What follows belongs to an exercise in optimizing a design on an open flow for a short achievable clock period and few clock cycles; a production flow would make more cautious choices. In this exercise RTL edits were held to simulation tests only and were not proved equivalent to the original. Power and IR drop assume default switching activity.

File: flow/config.mk
export PLATFORM = sky130hd
export DESIGN_NAME = fetch_unit
export DESIGN_NICKNAME = fetch_unit
export VERILOG_FILES = /design/flow/design.v
export SDC_FILE = /design/flow/constraint.sdc
export NUM_CORES = 4
export LEC_CHECK = 0
export CAP_MARGIN = 20
export CORE_MARGIN = 2
export CORE_UTILIZATION = 60
export CTS_CLUSTER_DIAMETER = 60
export CTS_CLUSTER_SIZE = 24
export SETUP_SLACK_MARGIN = 2.2
export SLEW_MARGIN = 20
export SYNTH_HIERARCHICAL = 1
File: flow/constraint.sdc
create_clock -name core_clock -period 4.0 [get_ports {clk}]
set_input_delay 0.8000 -clock core_clock [delete_from_list [all_inputs] [get_ports {clk}]]
set_output_delay 0.8000 -clock core_clock [all_outputs]
set_load 0.01 [all_outputs]
File: flow/design.v
package fetch_pkg;
  typedef enum logic [1:0] {
    IDLE = 2'd0,
    LOAD = 2'd1,
    RUN  = 2'd2,
    HALT = 2'd3
  } state_t;
  localparam int ADDR_W_DEF = 8;
  localparam int OP_HI   = 7;
  localparam int OP_LO   = 4;
  localparam int RD_HI   = 3;
  localparam int RD_LO   = 2;
  localparam int RS_HI   = 1;
  localparam int RS_LO   = 0;
  localparam int IMM4_HI = 3;
  localparam int IMM2_HI = 1;
endpackage
module fetch_dec2 (
  input  logic [1:0] a,
  output logic [3:0] y
);
  always_comb begin
    for (int i = 0; i < 4; i++) y[i] = (a == 2'(i));
  end
endmodule
module fetch_dec4 (
  input  logic        en,
  input  logic [3:0]  a,
  output logic [15:0] y
);
  logic [3:0] lo, hi;
  fetch_dec2 u_lo (.a(a[1:0]), .y(lo));
  fetch_dec2 u_hi (.a(a[3:2]), .y(hi));
  always_comb begin
    for (int i = 0; i < 16; i++) y[i] = en && hi[i / 4] && lo[i % 4];
  end
endmodule
module fetch_dec8 (
  input  logic         en,
  input  logic [7:0]   a,
  output logic [255:0] y
);
  logic [15:0] lo, hi;
  fetch_dec4 u_lo (.en(en),   .a(a[3:0]), .y(lo));
  fetch_dec4 u_hi (.en(1'b1), .a(a[7:4]), .y(hi));
  always_comb begin
    for (int i = 0; i < 256; i++) y[i] = hi[i / 16] && lo[i % 16];
  end
endmodule
module fetch_nor2 (
  input  logic [7:0] a,
  input  logic [7:0] b,
  output logic [7:0] y
);
  assign y = ~(a | b);
endmodule
module fetch_nand2 (
  input  logic [7:0] a,
  input  logic [7:0] b,
  output logic [7:0] y
);
  assign y = ~(a & b);
endmodule
module fetch_or16 (
  input  logic [15:0][7:0] d,
  output logic [7:0]       y
);
  logic [7:0][7:0] l1;
  logic [3:0][7:0] l2;
  logic [1:0][7:0] l3;
  for (genvar i = 0; i < 8; i++) begin : g_l1
    fetch_nor2 u (.a(d[2*i]), .b(d[2*i+1]), .y(l1[i]));
  end
  for (genvar i = 0; i < 4; i++) begin : g_l2
    fetch_nand2 u (.a(l1[2*i]), .b(l1[2*i+1]), .y(l2[i]));
  end
  for (genvar i = 0; i < 2; i++) begin : g_l3
    fetch_nor2 u (.a(l2[2*i]), .b(l2[2*i+1]), .y(l3[i]));
  end
  fetch_nand2 u_l4 (.a(l3[0]), .b(l3[1]), .y(y));
endmodule
module fetch_sel #(
  parameter int N = 16
) (
  input  logic [N-1:0]      sel,
  input  logic [N-1:0][7:0] d,
  output logic [7:0]        y
);
  always_comb begin
    y = '0;
    for (int j = 0; j < N; j++) y |= d[j] & {8{sel[j]}};
  end
endmodule
module fetch_oreg #(
  parameter int W = 1
) (
  input  logic         clk,
  input  logic         rst,
  input  logic [W-1:0] d,
  output logic [W-1:0] q
);
  always_ff @(posedge clk or posedge rst) begin
    if (rst) q <= '0;
    else     q <= d;
  end
endmodule
module fetch_queue #(
  parameter int AW = 8,
  localparam int DEPTH = 2 ** AW
) (
  input  logic                 clk,
  input  logic                 we,
  input  logic [AW-1:0]        waddr,
  input  logic [7:0]           wdata,
  input  logic [DEPTH-1:0]     rsel,
  output logic [DEPTH/16-1:0][7:0] grp_data,
  input  logic [DEPTH-1:0]     roh,
  output logic [DEPTH/16-1:0][7:0] off_data,
  output logic [7:0]           rdata_0,
  output logic [7:0]           rdata_1
);
  logic [DEPTH-1:0][7:0] mem;
  logic [DEPTH-1:0]      wsel;
  fetch_dec8 u_wdec (.en(we), .a(waddr), .y(wsel));
  always_ff @(posedge clk) begin
    for (int i = 0; i < DEPTH; i++)
      if (wsel[i]) mem[i] <= wdata;
  end
  for (genvar g = 0; g < DEPTH / 16; g++) begin : g_seq
    fetch_sel #(.N(16)) u_sel (.sel(rsel[g*16 +: 16]), .d(mem[g*16 +: 16]), .y(grp_data[g]));
  end
  for (genvar g = 0; g < DEPTH / 16; g++) begin : g_red
    fetch_sel #(.N(16)) u_sel (.sel(roh[g*16 +: 16]), .d(mem[g*16 +: 16]), .y(off_data[g]));
  end
  assign rdata_0 = mem[0];
  assign rdata_1 = mem[1];
endmodule
module fetch_unit #(
  parameter int ADDR_W = fetch_pkg::ADDR_W_DEF,
  parameter int QDEPTH = 2
) (
  input  logic              clk,
  input  logic              rst,
  input  logic              load_en,
  input  logic              load_we,
  input  logic [15:0]       load_data,
  input  logic              run,
  input  logic              redirect_en,
  input  logic [ADDR_W-1:0] redirect_addr,
  input  logic              issue_ready,
  output logic              issue_valid,
  output logic [3:0]        opcode,
  output logic [1:0]        rd,
  output logic [1:0]        rs,
  output logic [1:0]        imm2,
  output logic [3:0]        imm4,
  output logic [ADDR_W-1:0] pc_out,
  output logic              halted,
  output logic              busy
);
  localparam int DEPTH = 2 ** ADDR_W;
  localparam int SG    = DEPTH / 16;          
  localparam int RG    = DEPTH / 16;          
  logic              st_load_reg, st_run_reg, st_halt_reg;
  logic              halted_next, busy_next;
  logic [ADDR_W-1:0] end_addr_reg;
  logic              prog_valid_reg;
  logic              first_wr_reg;
  logic              valid_next;
  logic [7:0]        instr_reg, instr_next;
  logic [ADDR_W-1:0] pc_reg, pc_next;
  logic              pend_reg;               
  logic [ADDR_W-1:0]  pcn_reg, pcn_next;     
  logic               last_reg, last_next;   
  logic [SG-1:0][7:0] grp_reg, grp_next;     
  logic [DEPTH-1:0]   oh_reg, oh_next;       
  logic [ADDR_W-1:0]  tgt_reg;               
  logic [RG-1:0][7:0] cand_reg;              
  logic               load_wr;
  logic [ADDR_W-1:0]  load_addr;
  logic [SG-1:0][7:0] grp_data;
  logic [RG-1:0][7:0] off_data;
  logic [7:0]         rdata_0, rdata_1, grp_or, cand_or;
  logic [DEPTH-1:0]   red_oh;
  logic               red_in_range;
  logic st_idle, enter_load, start, idle_to_halt, red, red_out, fin;
  logic s_start, s_pend, s_seq, s_hold, s_adv;
  assign load_addr    = load_data[8 +: ADDR_W];
  assign load_wr      = st_load_reg && load_we;
  assign red_in_range = (redirect_addr <= end_addr_reg);
  assign st_idle      = !st_load_reg && !st_run_reg && !st_halt_reg;
  assign enter_load   = load_en && (st_idle || st_halt_reg);
  assign start        = !load_en && run && (st_halt_reg || (st_idle && prog_valid_reg));
  assign idle_to_halt = st_idle && !load_en && run && !prog_valid_reg;
  assign red          = st_run_reg && redirect_en;
  assign red_out      = red && !red_in_range;
  assign fin          = st_run_reg && !redirect_en && !pend_reg && issue_ready && last_reg;
  assign s_start = start;
  assign s_pend  = st_run_reg && !redirect_en && pend_reg;
  assign s_adv   = st_run_reg && !redirect_en && !pend_reg && issue_ready;
  assign s_seq   = s_adv && !last_reg;
  assign s_hold  = st_run_reg && !redirect_en && !pend_reg && !issue_ready;
  fetch_dec8 u_rdec (.en(1'b1), .a(redirect_addr), .y(red_oh));
  fetch_queue #(.AW(ADDR_W)) u_mem (
    .clk      (clk),
    .we       (load_wr),
    .waddr    (load_addr),
    .wdata    (load_data[7:0]),
    .rsel     (oh_reg),
    .grp_data (grp_data),
    .roh      (red_oh),
    .off_data (off_data),
    .rdata_0  (rdata_0),
    .rdata_1  (rdata_1)
  );
  fetch_or16 u_grp_or  (.d(grp_reg),  .y(grp_or));
  fetch_or16 u_cand_or (.d(cand_reg), .y(cand_or));
  always_comb begin
    instr_next = '0;
    pc_next    = '0;
    if (s_start) begin
      instr_next = rdata_0;
      pc_next    = '0;
    end else if (s_pend) begin
      instr_next = cand_or;
      pc_next    = tgt_reg;
    end else if (s_seq) begin
      instr_next = grp_or;
      pc_next    = pcn_reg;
    end else if (s_hold) begin
      instr_next = instr_reg;
      pc_next    = pc_reg;
    end
  end
  always_comb begin
    pcn_next  = pcn_reg;
    last_next = last_reg;
    grp_next  = grp_reg;
    oh_next   = oh_reg;
    if (!st_run_reg) begin
      pcn_next    = ADDR_W'(1);
      last_next   = (end_addr_reg == '0);
      grp_next    = '0;
      grp_next[0] = rdata_1;
      oh_next     = DEPTH'(4);
    end else if (redirect_en) begin
      oh_next   = {red_oh[DEPTH-2:0], 1'b0};
    end else if (pend_reg) begin
      pcn_next  = tgt_reg + 1'b1;
      last_next = (tgt_reg == end_addr_reg);
      grp_next  = grp_data;
      oh_next   = {oh_reg[DEPTH-2:0], 1'b0};
    end else if (issue_ready) begin
      pcn_next  = pcn_reg + 1'b1;
      last_next = (pcn_reg == end_addr_reg);
      grp_next  = grp_data;
      oh_next   = {oh_reg[DEPTH-2:0], 1'b0};
    end
  end
  always_ff @(posedge clk or posedge rst) begin
    if (rst) begin
      st_load_reg    <= 1'b0;
      st_run_reg     <= 1'b0;
      st_halt_reg    <= 1'b0;
      end_addr_reg   <= '0;
      prog_valid_reg <= 1'b0;
      first_wr_reg   <= 1'b0;
      instr_reg      <= '0;
      pc_reg         <= '0;
      pend_reg       <= 1'b0;
    end else begin
      st_load_reg <= enter_load || (st_load_reg && load_en);
      st_run_reg  <= start || (st_run_reg && !red_out && !fin);
      st_halt_reg <= idle_to_halt || (st_halt_reg && !load_en && !run) || red_out || fin;
      instr_reg   <= instr_next;
      pc_reg      <= pc_next;
      pend_reg    <= red && red_in_range;
      if (enter_load) first_wr_reg <= 1'b1;
      if (load_wr) begin
        prog_valid_reg <= 1'b1;
        first_wr_reg   <= 1'b0;
        if (first_wr_reg || load_addr > end_addr_reg) end_addr_reg <= load_addr;
      end
    end
  end
  always_ff @(posedge clk) begin
    pcn_reg     <= pcn_next;
    last_reg    <= last_next;
    grp_reg     <= grp_next;
    oh_reg      <= oh_next;
    tgt_reg     <= redirect_addr;
    cand_reg    <= off_data;
  end
  assign halted_next = idle_to_halt || (st_halt_reg && !load_en && !run) || red_out || fin;
  assign busy_next   = enter_load || (st_load_reg && load_en) ||
                       start || (st_run_reg && !red_out && !fin);
  assign valid_next  = start || (st_run_reg && !redirect_en && (pend_reg || !issue_ready || !last_reg));
  fetch_oreg #(.W(1)) u_valid  (.clk(clk), .rst(rst), .d(valid_next),  .q(issue_valid));
  fetch_oreg #(.W(4)) u_opcode (.clk(clk), .rst(rst), .d(instr_next[fetch_pkg::OP_HI:fetch_pkg::OP_LO]), .q(opcode));
  fetch_oreg #(.W(2)) u_rd     (.clk(clk), .rst(rst), .d(instr_next[fetch_pkg::RD_HI:fetch_pkg::RD_LO]), .q(rd));
  fetch_oreg #(.W(2)) u_rs     (.clk(clk), .rst(rst), .d(instr_next[fetch_pkg::RS_HI:fetch_pkg::RS_LO]), .q(rs));
  fetch_oreg #(.W(2)) u_imm2   (.clk(clk), .rst(rst), .d(instr_next[fetch_pkg::IMM2_HI:0]), .q(imm2));
  fetch_oreg #(.W(4)) u_imm4   (.clk(clk), .rst(rst), .d(instr_next[fetch_pkg::IMM4_HI:0]), .q(imm4));
  fetch_oreg #(.W(ADDR_W)) u_pc (.clk(clk), .rst(rst), .d(pc_next), .q(pc_out));
  fetch_oreg #(.W(1)) u_halted (.clk(clk), .rst(rst), .d(halted_next), .q(halted));
  fetch_oreg #(.W(1)) u_busy   (.clk(clk), .rst(rst), .d(busy_next),   .q(busy));
endmodule
File: flow/flow/run.sh
#!/bin/bash
# Layout flow: the standard flow (standard.sh, all steps), except that
#  - the port buffers are inserted as buf_4 cells rather than the
#    buffer_ports default;
#  - the ports are placed by flow/io_pins.tcl (bottom edge, around the
#    middle) before ORFS's place_pins.
# make's full output goes to standard_flow.log here; each ORFS step keeps its
# own log under orfs/logs.
set -euo pipefail
here=$(pwd)
export BUFFER_PORTS_ARGS="-buffer_cell sky130_fd_sc_hd__buf_4"
export PRE_IO_PLACEMENT_TCL="$here/flow/io_pins.tcl"
bash standard.sh finish > standard_flow.log 2>&1
File: flow/flow/io_pins.tcl
# Pin placement for the layout (sourced by ORFS before place_pins): all ports
# on the bottom edge, packed around its middle, with the clock in the middle.
# This keeps the issue-port registers and the input logic close to their
# pins and the clock root close to the centre of the core.
set block [ord::get_db_block]
set die   [$block getDieArea]
set mid   [expr {([$die xMin] + [$die xMax]) / 2000.0}]
set others {}
foreach bt [$block getBTerms] {
  set name [$bt getName]
  if {$name ne "clk"} { lappend others $name }
}
set_io_pin_constraint -pin_names {clk} -region bottom:[expr {$mid - 2}]-[expr {$mid + 2}]
set_io_pin_constraint -pin_names $others -region bottom:[expr {$mid - 50}]-[expr {$mid + 50}]
File: flow/standard.sh
#!/bin/bash
# synth_recipe.tcl (not shown) runs the flow's synth.tcl, then flattens the netlist and writes it again
# the make line also repeats each setting of config.mk as NAME=value (left out here)
make -C /OpenROAD-flow-scripts/flow DESIGN_CONFIG=/design/flow/config.mk WORK_HOME=/design/flow/orfs CLKGATE_MAP_FILE= SYNTH_SCRIPT=/design/flow/synth_recipe.tcl "${@:-finish}"
==> metrics.md, run 1 <==
| Metric | Value |
|---|---|
| Status | `finished clean` |
| Max FFs per register | `about 2000` |
| Yosys reg bits | `about 2600` |
| Hold Path Class | `in2reg` |
| Clk buf depth | `3` |
| Top FF cell, synth | `edfxtp_1` |
| Number of buffers and inverters on the critical path | `1` |
| Initial antenna violation count | `13` |
| WL final | `roughly 400 mm` |
| DR vias | `between 70000 and 80000` |
| Largest net degree at the start of global routing | `between 150 and 200` |
| Initial Utilization | `0.604` |
| Synth Area per Inst | `14.4 µm²` |
| Clk root buf | `clkbuf_16` |
| Crit path kind | `reg2out` |
| Area after DPL | `0.117 mm²` |
| Max Fclk | `between 400 and 500 MHz` |
| Global-route wire length before repair | `547 mm` |
| Sum Neg Setup Slack | `0 ns` |
| Final Setup Violations | `0` |
| CP startpoint kind | `flip-flop` |
| Most common cell after layout, fill and taps aside | `edfxtp_1` |
| Via-to-Cell Ratio | `7.51` |
| Post-route cell area | `~0.13 mm²` |
| CP Cell Sequence | `buf_6` |
| Wire per inst | `slightly below 40 µm` |
| Drt first pass iters | `8` |
| IO Pins | `56` |
| Post-Syn Area | `0.113 mm²` |
| # rows | `159` |
| Final Max Tran Viols | `0` |
| Routability Congestion | `between 0.9 and 1` |
| Layout Nets | `7792` |
| Total gr overflow | `0` |
| Critical Path RT | `about 3.2 ns` |
| CP arrival | `1.44 ns` |
| Top delay family on crit path | `flip-flops` |
| MaxCap Viol Count | `0` |
| Max-Slew Margin vs Limit | `0.188` |
| Post-synth EDFFs | `just over 2000` |
| Final Hold Vio Count | `0` |
| Sink Count | `2631` |
| Die area | `between 0.15 and 0.2 mm²` |
| Core box area | `0.188 mm²` |
| Cell count after synthesis | `~7900` |
| P&R area growth vs syn | `14.2%` |
| Share of layout cells above drive strength 1 | `0.282` |
| Post-synthesis sequential area ratio | `0.648` |
| Crit. End Element | `output port` |
| Die width | `about 440 µm` |
| Unrepaired setup endpoints after global routing | `true` |
| Worst-Margin Slew | `approximately 1.2 ns` |
| Antenna-violating nets left | `0` |
| Synth unique cells | `63` |
| FFs w/ async S/R, synth | `0.0209` |
| VDD IR-drop max | `roughly 0.55 mV` |
| Worst path max stage delay | `~0.42 ns` |
| Power Density | `between 400 and 500 mW/mm²` |
| Vias in the first global route | `72600` |
| Clk_skew | `about 0.037 ns` |
| DRC | `0` |
| Worst-path fanout max | `1` |
| Period utilization | `0.560` |
| Drt first-iter violations | `12000` |
| All-Layer GR Usage | `0.397` |
| Syn. warnings | `16` |
| Die H | `approximately 440 µm` |
| Worst skew pair latency | `a little under 0.9 ns` |
| Worst path slowest cell | `dfrtp_1` |
| TritonCTS clock tree | `yes` |
| Hpwl dp | `245 mm` |
| Most frequent cells in the layout | `edfxtp_1, a22o_1, a221oi_2, dfxtp_1, and2_4` |
| Post-layout min period | `2.24 ns` |
| Leak Pwr | `~0.044 µW` |
| CTS buffer count | `about 170` |
| CTS clk-pin slew, worst paths | `~0.090 ns` |
| Max H-tree Level | `4` |
| # port buffers | `55` |
## routing by layer
layer  wire [µm]  track usage  vias to the layer above
met5          55            0                        -
met4       24000        0.186                        6
met3       45400       0.0797                      965
met2      180000        0.602                     5363
met1      154000        0.554                    39900
li1            -            -                    31900
## cells in the mapped netlist (all sizes together) (21+ instances only)
cell	n	share of area
dfxtp	519	0.092
a221oi	1024	0.088
dfrtp	55	0.012
edfxtp	2057	0.54
inv	21	0.00069
and2	774	0.043
a22o	1147	0.089
mux2i	260	0.023
nor2	199	0.0067
o21ai	262	0.012
nand4	262	0.014
a21oi	21	0.00093
buf	553	0.042
clkbuf	198	0.0066
nand2	344	0.011
and3	64	0.0038
## kinds of logic after synthesis
kind of cell	synth area share
DFF	0.648
AOI/OAI and AO/OA	0.192
and+or+nand+nor	0.0821
buffers and inverters	0.0495
muxes	0.0250
adders and majority gates	0.00187
xor gates and xnor gates	0.00100
other	0.000132
## through the flow
| step | setup slack (ns) | power, µW | cells | hold slack [ns] | utilization |
|---|---|---|---|---|---|
| final | 1.76 | 55300 | 10400 | 0.0748 | 0.690 |
| after CTS | 1.73 | 54400 | 10300 | 0.0595 | 0.676 |
| after global placement | 0.943 | 33800 | 9782 | 0.462 | 0.621 |
| after detailed placement | 0.907 | 33900 | 9782 | 0.467 | 0.621 |
| after floorplan | 1.81 | 32300 | 7914 | 0.450 | - |
| after global routing | 1.75 | 56400 | 10400 | 0.0693 | 0.690 |
## Yosys stat by module (local to each module, per instance), a selection
module,flip-flops and latches,cells
fetch_dec2,0,4
fetch_unit,558,2064
fetch_nand2,0,8
fetch_dec8,0,289
fetch_dec4,0,17
fetch_nor2,0,8
## final timing paths
kind | from | to | slack (ns) | cells past startpoint
worst min-delay path | redirect_addr[2] | tgt_reg[2] | 0.07 | 1
worst max register to register | st_load_reg | u_mem.mem[1571] | 2.00 | 8
max in group asynchronous | rst | end_addr_reg[1] | 2.95 | 4
worst max-delay path | u_opcode.q[1] | opcode[1] | 1.76 | 1
worst min register to register | grp_reg[93] | grp_reg[93] | 0.49 | 1
min in group asynchronous | rst | u_busy.q | 0.40 | 3
## area by class of cell
class                           count  area (µm²)
Sequential cell                  2631       73600
Fill cell                       12700       58200
Multi-Input combinational cell   4520       40500
Timing Repair Buffer              399        5970
Clock buffer                      194        4630
Tap cell                         2495        3120
Clock inverter                    128        1590
Inverter                           21        85.1
Antenna cell                       22        55.1
## power by group
group / total [µW] / switching [µW] / internal, µW
sequential: 29800 / 204 / 29600
clock: 20000 / 10500 / 9500
combinational: 5410 / 3380 / 2040
## repair_timing
action | in CTS | in global routing
endpoints found under the hold margin | 26 | 0
hold buffers | 1 | 0
pin swaps | 57 | 75
resized for setup | 383 | 371
cloned | 18 | 43
buffers inserted | 166 | 56
endpoints found under the setup margin | 2652 | 1550
Testbench counts, summed over its fixed seeds: cycles 24,571.
==> inputs of run 2 (changes only) <==
--- a/flow/config.mk
+++ b/flow/config.mk
@@ -7,7 +7,7 @@
 export LEC_CHECK = 0
 export CAP_MARGIN = 20
 export CORE_MARGIN = 2
-export CORE_UTILIZATION = 60
+export CORE_UTILIZATION = 55
 export CTS_CLUSTER_DIAMETER = 60
 export CTS_CLUSTER_SIZE = 24
 export SETUP_SLACK_MARGIN = 2.2
==> run 2 against run 1 <==
Sequential power is essentially flat. Core utilization decreased by 5.1 points. Via count decreased by 0.22%. Clock skew rose by 0.012 ns. Sequential share of layout area shrank 0.59 points. Worst setup slack better by 0.039 ns. Cell area is 1.0% higher. Clock-buffer cell count is 11 higher. Combinational power grew about 10%. Highest routed layer unchanged.
==> metrics.md, run 2 <==
| Metric | Value |
|---|---|
| CP arrival | `1.40 ns (-0.04 ns)` |
| Initial Utilization | `0.554 (-0.0501)` |
| CP Cell Sequence | `buf_6` |
| Yosys reg bits | `2631 (unchanged)` |
| Leading cell types by count after synthesis | `edfxtp_1, a22o_1, a221oi_1` |
| Final Hold Vio Count | `0 (unchanged)` |
| Most common cell after layout, fill and taps aside | `edfxtp_1` |
| MaxCap Viol Count | `0 (unchanged)` |
| Synth top area cells | `edfxtp_1, dfxtp_1, a22o_1, a221oi_1, and2_1` |
| Max H-tree Level | `4 (unchanged)` |
| Clk buf depth | `3 (unchanged)` |
| VDD IR-drop max | `0.637 mV (+15%)` |
| Antenna-violating nets left | `0 (unchanged)` |
| Power Density | `431 mW/mm² (+1.1%)` |
| R2R cell count | `10 (+2)` |
| CP Depth | `1 (unchanged)` |
| Crit path kind | `reg2out` |
| Initial antenna violation count | `22 (+9)` |
| Max Fclk | `455 MHz (+1.8%)` |
| Worst-path fanout max | `1 (unchanged)` |
| Vias in the first global route | `72100 (-0.68%)` |
| CTS clk-pin slew, worst paths | `0.09 ns (about the same)` |
| Count leader, synth | `edfxtp_1` |
| Via-to-Cell Ratio | `7.31 (-2.6%)` |
| Clk_skew | `0.0498 ns (+0.0124 ns)` |
| Wire per inst | `39.0 µm (+0.76%)` |
| FFs w/ async S/R, synth | `0.0209 (unchanged)` |
| # fillers | `14800 (+17%)` |
| Most frequent cells in the layout | `edfxtp_1, a22o_1, a221oi_2, dfxtp_1, and2_4` |
| Post-Syn Area | `0.113 mm² (unchanged)` |
| Unrepaired setup endpoints after global routing | `true` |
| Worst path max stage delay | `0.41 ns (about the same)` |
| Core box area | `0.205 mm² (+9.0%)` |
| Hold Path Class | `in2reg` |
| Largest net degree at the start of global routing | `155 (unchanged)` |
| Drt first-iter violations | `12300 (+2.0%)` |
| # rows | `166 (+4.4%)` |
| Period utilization | `0.550 (-0.00980)` |
| Clk root buf | `clkbuf_16` |
| Final Max Tran Viols | `0 (unchanged)` |
| Worst skew pair latency | `0.87 ns (about the same)` |
| Setup ws final | `1.80 ns (+0.0392 ns)` |
| Place WS | `0.951 ns (+0.0447 ns)` |
| Share of layout cells above drive strength 1 | `0.288 (+0.00643)` |
| Crit. End Element | `output port` |
| Hpwl dp | `250 mm (+2.1%)` |
| Area leader, netlist | `edfxtp_1` |
| Total gr overflow | `0 (unchanged)` |
| Status | `finished clean` |
| Max FFs per register | `2048 (unchanged)` |
| CP startpoint kind | `flip-flop` |
| WL final | `416 mm (+3.2%)` |
| Post-synthesis sequential area ratio | `0.648 (unchanged)` |
| Final design utilization | `0.639 (-0.0506)` |
| TritonCTS clock tree | `yes` |
| Post-synth EDFFs | `2057 (unchanged)` |
| Routability Congestion | `0.973 (-1.3%)` |
| DRC | `0 (unchanged)` |
| WHS Path Cells | `1 (unchanged)` |
| DR vias | `78000 (-0.22%)` |
| Leak Pwr | `0.0443 µW (+0.90%)` |
| Sum Neg Setup Slack | `0 ns (unchanged)` |
| Worst path slowest cell | `dfrtp_1` |
| All-Layer GR Usage | `0.372 (-0.0253)` |
| Drt first pass iters | `10 (+2)` |
| Area share of the largest cell type after synthesis | `0.544 (unchanged)` |
| Syn. warnings | `16 (unchanged)` |
| Final Setup Violations | `0 (unchanged)` |
| P&R area growth vs syn | `15.4%` |
| Layout Nets | `7841 (+0.63%)` |
| Die area | `0.210 mm² (+9.0%)` |
| Top delay family on crit path | `flip-flops` |
| Max-Slew Margin vs Limit | `0.343 (+0.155)` |
| # port buffers | `55 (unchanged)` |
| Sink Count | `2631 (unchanged)` |
| Die width | `458 µm (+4.4%)` |
| Worst-Margin Slew | `0.985 ns (-0.232 ns)` |
| Top FF cell, synth | `edfxtp_1` |
| Synth Area per Inst | `14.4 µm² (unchanged)` |
| Number of buffers and inverters on the critical path | `1 (unchanged)` |
| Synth unique cells | `63 (unchanged)` |
| IO Pins | `56 (unchanged)` |
| Global-route wire length before repair | `557 mm (+1.7%)` |
| Critical Path RT | `3.20 ns (about the same)` |
| Cell count after synthesis | `7896 (unchanged)` |
| Die H | `458 µm (+4.4%)` |
| CTS buffer count | `179 (+4.7%)` |
| Post-layout min period | `2.20 ns (-0.0392 ns)` |
[run 2: cell counts after synthesis]
No cell type changed its count.
[run 2: kinds of logic (layout without fill, tap and decap cells)]
| kind of cell | Yosys count | in the layout | synth area share |
|---|---|---|---|
| and+or+nand+nor | 1688 | 1701 | 0.0821 |
| adders and majority gates | 17 | 17 | 0.00187 |
| buffers and inverters | 772 | 789 | 0.0495 |
| AOI/OAI and AO/OA | 2492 | 2494 | 0.192 |
| other | 4 | 49 | 0.000132 |
| muxes | 279 | 279 | 0.0250 |
| DFF | 2631 | 2631 | 0.648 |
| xor gates and xnor gates | 13 | 13 | 0.00100 |
[run 2: path summary, 6_finish.rpt]
check,startpoint,end,slack (ns)
min reg2reg,grp_reg[95],grp_reg[95],0.49
min,redirect_addr[0],tgt_reg[0],0.05
max,u_opcode.q[0],opcode[0],1.80
max reg2reg,pend_reg,grp_reg[87],1.87
min in group asynchronous,rst,u_halted.q,0.39
max in group asynchronous,rst,st_load_reg,2.71
[run 2: routing by layer]
layer	vias to the layer above	GRT usage	routed length, µm
li1	32000	-	-
met1	40000	0.517	163000
met2	5016	0.561	186000
met3	912	0.0702	41700
met4	6	0.188	25900
met5	-	0	39
[run 2: where the power goes]
| part | internal [µW] | switching [µW] | leakage [µW] |
|---|---|---|---|
| logic | 2240 | 3710 | 0.0178 |
| registers | 29600 | 237 | 0.0234 |
| clock network | 9910 | 10700 | 0.00315 |
| total | 41800 | 14700 | 0.0443 |
[run 2: Yosys stat by module (local to each module, per instance), excerpt]
module | cells | flip-flops and latches
fetch_dec8 | 289 | 0
fetch_nand2 | 8 | 0
fetch_dec2 | 4 | 0
fetch_unit | 2064 | 558
fetch_nor2 | 8 | 0
fetch_dec4 | 17 | 0
[run 2: final cells by class]
| cell class | count | area (µm²) | area share |
|---|---|---|---|
| diodes | 27 | 67.6 | 0.000516 |
| clock inverters | 129 | 1720 | 0.0131 |
| well taps | 2688 | 3360 | 0.0257 |
| repair buffers | 434 | 6430 | 0.0491 |
| multi-input cells | 4526 | 40900 | 0.313 |
| clock buffers | 205 | 4770 | 0.0364 |
| inverters | 21 | 82.6 | 0.000631 |
| flip-flops and latches | 2631 | 73600 | 0.562 |
[run 2: metrics by stage]
stage	hold slack [ns]	std cells	power, µW	cell area [µm²]
finish	0.0539	10700	56500	131000
CTS	0.0629	10500	55100	128000
global route	0.0328	10600	57600	131000
global placement	0.462	9984	33900	117000
floorplan	0.450	7914	32300	118000
detailed placement	0.465	9984	34000	117000
[run 2: repair_timing]
| item | in CTS | in global routing |
|---|---|---|
| gates cloned | 17 | 61 |
| hold buffers | 1 | 0 |
| gates resized for setup | 407 | 472 |
| buffers inserted | 166 | 71 |
| pin swaps | 87 | 157 |
| endpoints found under the hold margin | 34 | 0 |
| setup endpoints to repair | 2639 | 891 |

[static timing again, ports no longer ideal]
Ports are ideal in the flow. The routed layouts listed here were re-timed in OpenROAD.
Step 1 assumes that a clkbuf_16 drives the clock port and a buf_2 every other input.
Step 2, shift: input delay + t, output delay - t, t = (earliest + latest rising clock arrival at the registers) / 2. This alone moves slack from input paths to output paths.
Slacks: ideal ports / drivers / drivers and shift; pairs: ideal ports / drivers.
run	t (ns)	setup WS [ns]	clock arrival spread, ns	slew at the worst register clock pin (ns)	worst data-port slew with drivers (ns)
run 1	0.936	1.761 / 1.689 / 1.236	0.044 / 0.043	0.10 / 0.10	0.06
run 2	0.911	1.801 / 1.733 / 1.242	0.056 / 0.056	0.10 / 0.10	0.07
After both steps every run listed still meets setup and hold. The setup slack of run 2, which loses most, moves by -0.068 ns with the drivers and by -0.559 ns with both steps.
